What follows belongs to an exercise in optimizing a design on an open flow for small area, a short achievable clock period and few clock cycles; a production flow would make more cautious choices.
In this exercise RTL edits were held to simulation tests only and were not proved equivalent to the original.
No activity file was given, so power comes from the tool's default toggle rates.

## aes_round_stream
module aes_round_stream #(
    parameter int unsigned TAG_W = 4
) (
    input  logic             clk,
    input  logic             rst_n,
    input  logic             sys_en,
    input  logic             in_valid,
    output logic             in_ready,
    input  logic [127:0]     in_state,
    input  logic [127:0]     in_key,
    input  logic             in_last,
    input  logic [TAG_W-1:0] in_tag,
    output logic             out_valid,
    input  logic             out_ready,
    output logic [127:0]     out_state,
    output logic [TAG_W-1:0] out_tag,
    output logic             out_last
);
    function automatic logic [7:0] xtime(input logic [7:0] b);
        xtime = {b[6:0], 1'b0} ^ (b[7] ? 8'h1b : 8'h00);
    endfunction
    logic v2_q, v3_q;
    logic en2, en3;
    assign en3      = sys_en & (~v3_q | out_ready);
    assign en2      = sys_en & (~v2_q | ~v3_q | out_ready);
    assign in_ready = ~v2_q | ~v3_q | out_ready;
    always_ff @(posedge clk) begin
        if (!rst_n) begin
            v2_q <= 1'b0;
            v3_q <= 1'b0;
        end else begin
            if (en2) v2_q <= in_valid;
            if (en3) v3_q <= v2_q;
        end
    end
    logic [7:0]   sb [16];
    logic [127:0] sr_w;
  ...
Size in the first run: ~11000 cells after synthesis, about 400 flip-flops, roughly 64000 um^2 of cells after synthesis.
==> flow/config.mk <==
export PLATFORM = sky130hd
export DESIGN_NAME = aes_round_stream
export DESIGN_NICKNAME = aes_round_stream
export VERILOG_FILES = /design/flow/design.v
export SDC_FILE = /design/flow/constraint.sdc
export NUM_CORES = 4
export LEC_CHECK = 0
export ABC_AREA = 1
export CAP_MARGIN = 20
export CORE_MARGIN = 2
export CORE_UTILIZATION = 40
export PLACE_DENSITY = 0.55
export SETUP_SLACK_MARGIN = 2.6
export SLEW_MARGIN = 20
==> flow/constraint.sdc <==
create_clock -name core_clock -period 5.0 [get_ports {clk}]
set_input_delay 1.0000 -clock core_clock [delete_from_list [all_inputs] [get_ports {clk}]]
set_output_delay 1.0000 -clock core_clock [all_outputs]
set_load 0.01 [all_outputs]
standard.sh (not shown) runs the stock make flow with config.mk's settings and CLKGATE_MAP_FILE= SYNTH_SCRIPT=/design/flow/synth_recipe.tcl, a recipe that flattens the netlist after the stock synthesis.
==> flow/flow/run.sh <==
#!/bin/bash
# Layout flow: the standard ORFS flow (standard.sh, unchanged synthesis),
# with the ports buffered by plain buf_2 cells instead of the delay-buffer
# cell ORFS picks by default. Each step's full log stays in orfs/logs/; the
# make output goes to make_finish.log.
set -euo pipefail
export BUFFER_PORTS_ARGS="-buffer_cell sky130_fd_sc_hd__buf_2"
bash standard.sh finish > make_finish.log 2>&1
Testbench counts at the start, summed over its fixed seeds: cycles 2,064.
Change:
==> flow/flow/run.sh (replaced) <==
#!/bin/bash
# Layout flow: the standard ORFS flow (standard.sh) with two changes:
#  - synthesis skips Yosys's adder extraction (ADDER_MAP_FILE empty), so the
#    S-box decode logic is left to ABC instead of being cut into half-adder
#    cells; registers are untouched by this (it only affects combinational
#    mapping);
#  - the ports are buffered by plain buf_2 cells instead of the delay-buffer
#    cell ORFS picks by default.
# Each ORFS step's full log stays in orfs/logs/; make's output goes to
# make_finish.log.
set -euo pipefail
export ADDER_MAP_FILE=
export BUFFER_PORTS_ARGS="-buffer_cell sky130_fd_sc_hd__buf_2"
bash standard.sh finish > make_finish.log 2>&1
- CORE_UTILIZATION: 40 -> 55
- PLACE_DENSITY: 0.55 -> 0.68
- SETUP_SLACK_MARGIN: 2.6 -> 2.7
Effect: Worst hold slack stays flat. Wire length is lower by 14%. Count of clock-buffer cells in the layout is higher by 5. Area after synthesis is lower by 9.7%. Synthesized cell count is lower by about 9%.
Change:
==> flow/flow/run.sh (replaced) <==
#!/bin/bash
# Layout flow: the standard ORFS flow (standard.sh, unchanged synthesis),
# with the ports buffered by plain buf_2 cells instead of the delay-buffer
# cell ORFS picks by default. Each step's full log stays in orfs/logs/; the
# make output goes to make_finish.log.
set -euo pipefail
export BUFFER_PORTS_ARGS="-buffer_cell sky130_fd_sc_hd__buf_2"
bash standard.sh finish > make_finish.log 2>&1
- CORE_UTILIZATION: 55 -> 40
- PLACE_DENSITY: 0.68 -> 0.55
- SETUP_SLACK_MARGIN: 2.7 -> 2.8
=> Register-to-register slack gains 150 ps. Total power increases by 6.2%. Sequential share of layout area goes down by 2.9 points. Final area grows by 19%.
Change:
- CORE_UTILIZATION: 40 -> 55
- PLACE_DENSITY: 0.55 -> 0.68
- SETUP_SLACK_MARGIN: 2.8 -> 2.7
Effect: Global-route usage goes up by 11 points; final cell count goes down by about 5%; core utilization goes up by 14 points; clock power goes down by 5.5%; power goes down by 3.3%; via count goes up by 2.0%.
Change:
==> flow/flow/run.sh (replaced) <==
#!/bin/bash
# Layout flow: the standard ORFS flow (standard.sh) with two changes:
#  - synthesis skips Yosys's adder extraction (ADDER_MAP_FILE empty), so the
#    S-box decode logic is left to ABC instead of being cut into half-adder
#    cells; registers are untouched by this (it only affects combinational
#    mapping);
#  - the ports are buffered by plain buf_2 cells instead of the delay-buffer
#    cell ORFS picks by default.
# Each ORFS step's full log stays in orfs/logs/; make's output goes to
# make_finish.log.
set -euo pipefail
export ADDER_MAP_FILE=
export BUFFER_PORTS_ARGS="-buffer_cell sky130_fd_sc_hd__buf_2"
bash standard.sh finish > make_finish.log 2>&1
- CORE_UTILIZATION: 55 -> 40
- PLACE_DENSITY: 0.68 -> 0.55
- SETUP_SLACK_MARGIN: 2.7 -> 3.0
What happened: Fmax barely changes. Total power came out higher by 7.8%. Clock power is higher by 13%. Critical path depth shrinks by 7. Worst setup slack improved by 5.7 ps. Sequential share of layout area goes down by 1.0 points. Final area is higher by 6.8%. Count of clock-buffer cells in the layout went up by 3. Register-to-register slack is better by 340 ps. Sequential power hardly moves. Die area climbs by 24%.

Starting RTL as in the previous note.
==> flow/design.v (excerpt) <==
module aes_round_stream #(
    parameter int unsigned TAG_W = 4
) (
    input  logic             clk,
    input  logic             rst_n,
    input  logic             sys_en,
    input  logic             in_valid,
    output logic             in_ready,
    input  logic [127:0]     in_state,
    input  logic [127:0]     in_key,
    input  logic             in_last,
    input  logic [TAG_W-1:0] in_tag,
    output logic             out_valid,
    input  logic             out_ready,
    output logic [127:0]     out_state,
    output logic [TAG_W-1:0] out_tag,
    output logic             out_last
);
==> flow/config.mk <==
export PLATFORM = sky130hd
export DESIGN_NAME = aes_round_stream
export DESIGN_NICKNAME = aes_round_stream
export VERILOG_FILES = /design/flow/design.v
export SDC_FILE = /design/flow/constraint.sdc
export NUM_CORES = 4
export LEC_CHECK = 0
export ABC_AREA = 1
export CAP_MARGIN = 20
export CORE_MARGIN = 2
export CORE_UTILIZATION = 40
export PLACE_DENSITY = 0.55
export SETUP_SLACK_MARGIN = 2.7
export SLEW_MARGIN = 20
==> flow/constraint.sdc <==
create_clock -name core_clock -period 5.0 [get_ports {clk}]
set_input_delay 1.0000 -clock core_clock [delete_from_list [all_inputs] [get_ports {clk}]]
set_output_delay 1.0000 -clock core_clock [all_outputs]
set_load 0.01 [all_outputs]
==> flow/flow/run.sh <==
#!/bin/bash
# Layout flow: the standard ORFS flow (standard.sh) with two changes:
#  - synthesis skips Yosys's adder extraction (ADDER_MAP_FILE empty), so the
#    S-box decode logic is left to ABC instead of being cut into half-adder
#    cells; registers are untouched by this (it only affects combinational
#    mapping);
#  - the ports are buffered by plain buf_2 cells instead of the delay-buffer
#    cell ORFS picks by default.
# Each ORFS step's full log stays in orfs/logs/; make's output goes to
# make_finish.log.
set -euo pipefail
export ADDER_MAP_FILE=
export BUFFER_PORTS_ARGS="-buffer_cell sky130_fd_sc_hd__buf_2"
bash standard.sh finish > make_finish.log 2>&1
The first run produced a clean layout.
Testbench counts at the start, summed over its fixed seeds: cycles 2,064.
Then changed:
- CORE_UTILIZATION: 40 -> 48
- PLACE_DENSITY: 0.55 -> 0.62
- SETUP_SLACK_MARGIN: 2.7 -> 2.9
=> Worst setup slack improved by 0.094 ns; hold slack improved by 0.013 ns; core utilization grows by 14 points; die area shrinks by 17%.

re-timing with driven ports:
No port has a modelled driver above. Below, the same layouts with a new extraction and two added sets of constraints.
Step 1 assumes that a clkbuf_16 drives the clock port and a buf_2 every other input.
Step 2 also shifts input and output timing later by t, the mid clock arrival at the registers, as if the neighbouring blocks saw the same clock.
Three values: ideal ports, drivers, drivers and shift; two values: the first two.
run	shift t [ns]	setup slack, ns	worst setup path at the end	clock arrival spread, ns	cell pins on the clock port's net
the first run of note 1	0.758	2.525 / 2.505 / 1.747	input to register	0.048 / 0.047	1
the second run of note 1	0.748	2.594 / 2.498 / 1.750	input to register	0.070 / 0.070	1
the third run of note 1	0.759	2.649 / 2.571 / 1.881	input to register	0.048 / 0.048	1
the fourth run of note 1	0.729	2.579 / 2.454 / 1.725	input to register	0.036 / 0.036	1
the fifth run of note 1	0.753	2.585 / 2.511 / 2.016	input to register	0.038 / 0.038	1
the first run of note 2	0.754	2.509 / 2.521 / 1.805	input to register	0.037 / 0.037	1
the second run of note 2	0.742	2.604 / 2.534 / 1.949	input to register	0.033 / 0.033	1
After both steps setup and hold are still met in every run listed. For the fourth run of note 1, which loses most, drivers alone change the setup slack by -0.125 ns; drivers and shift together by -0.854 ns.
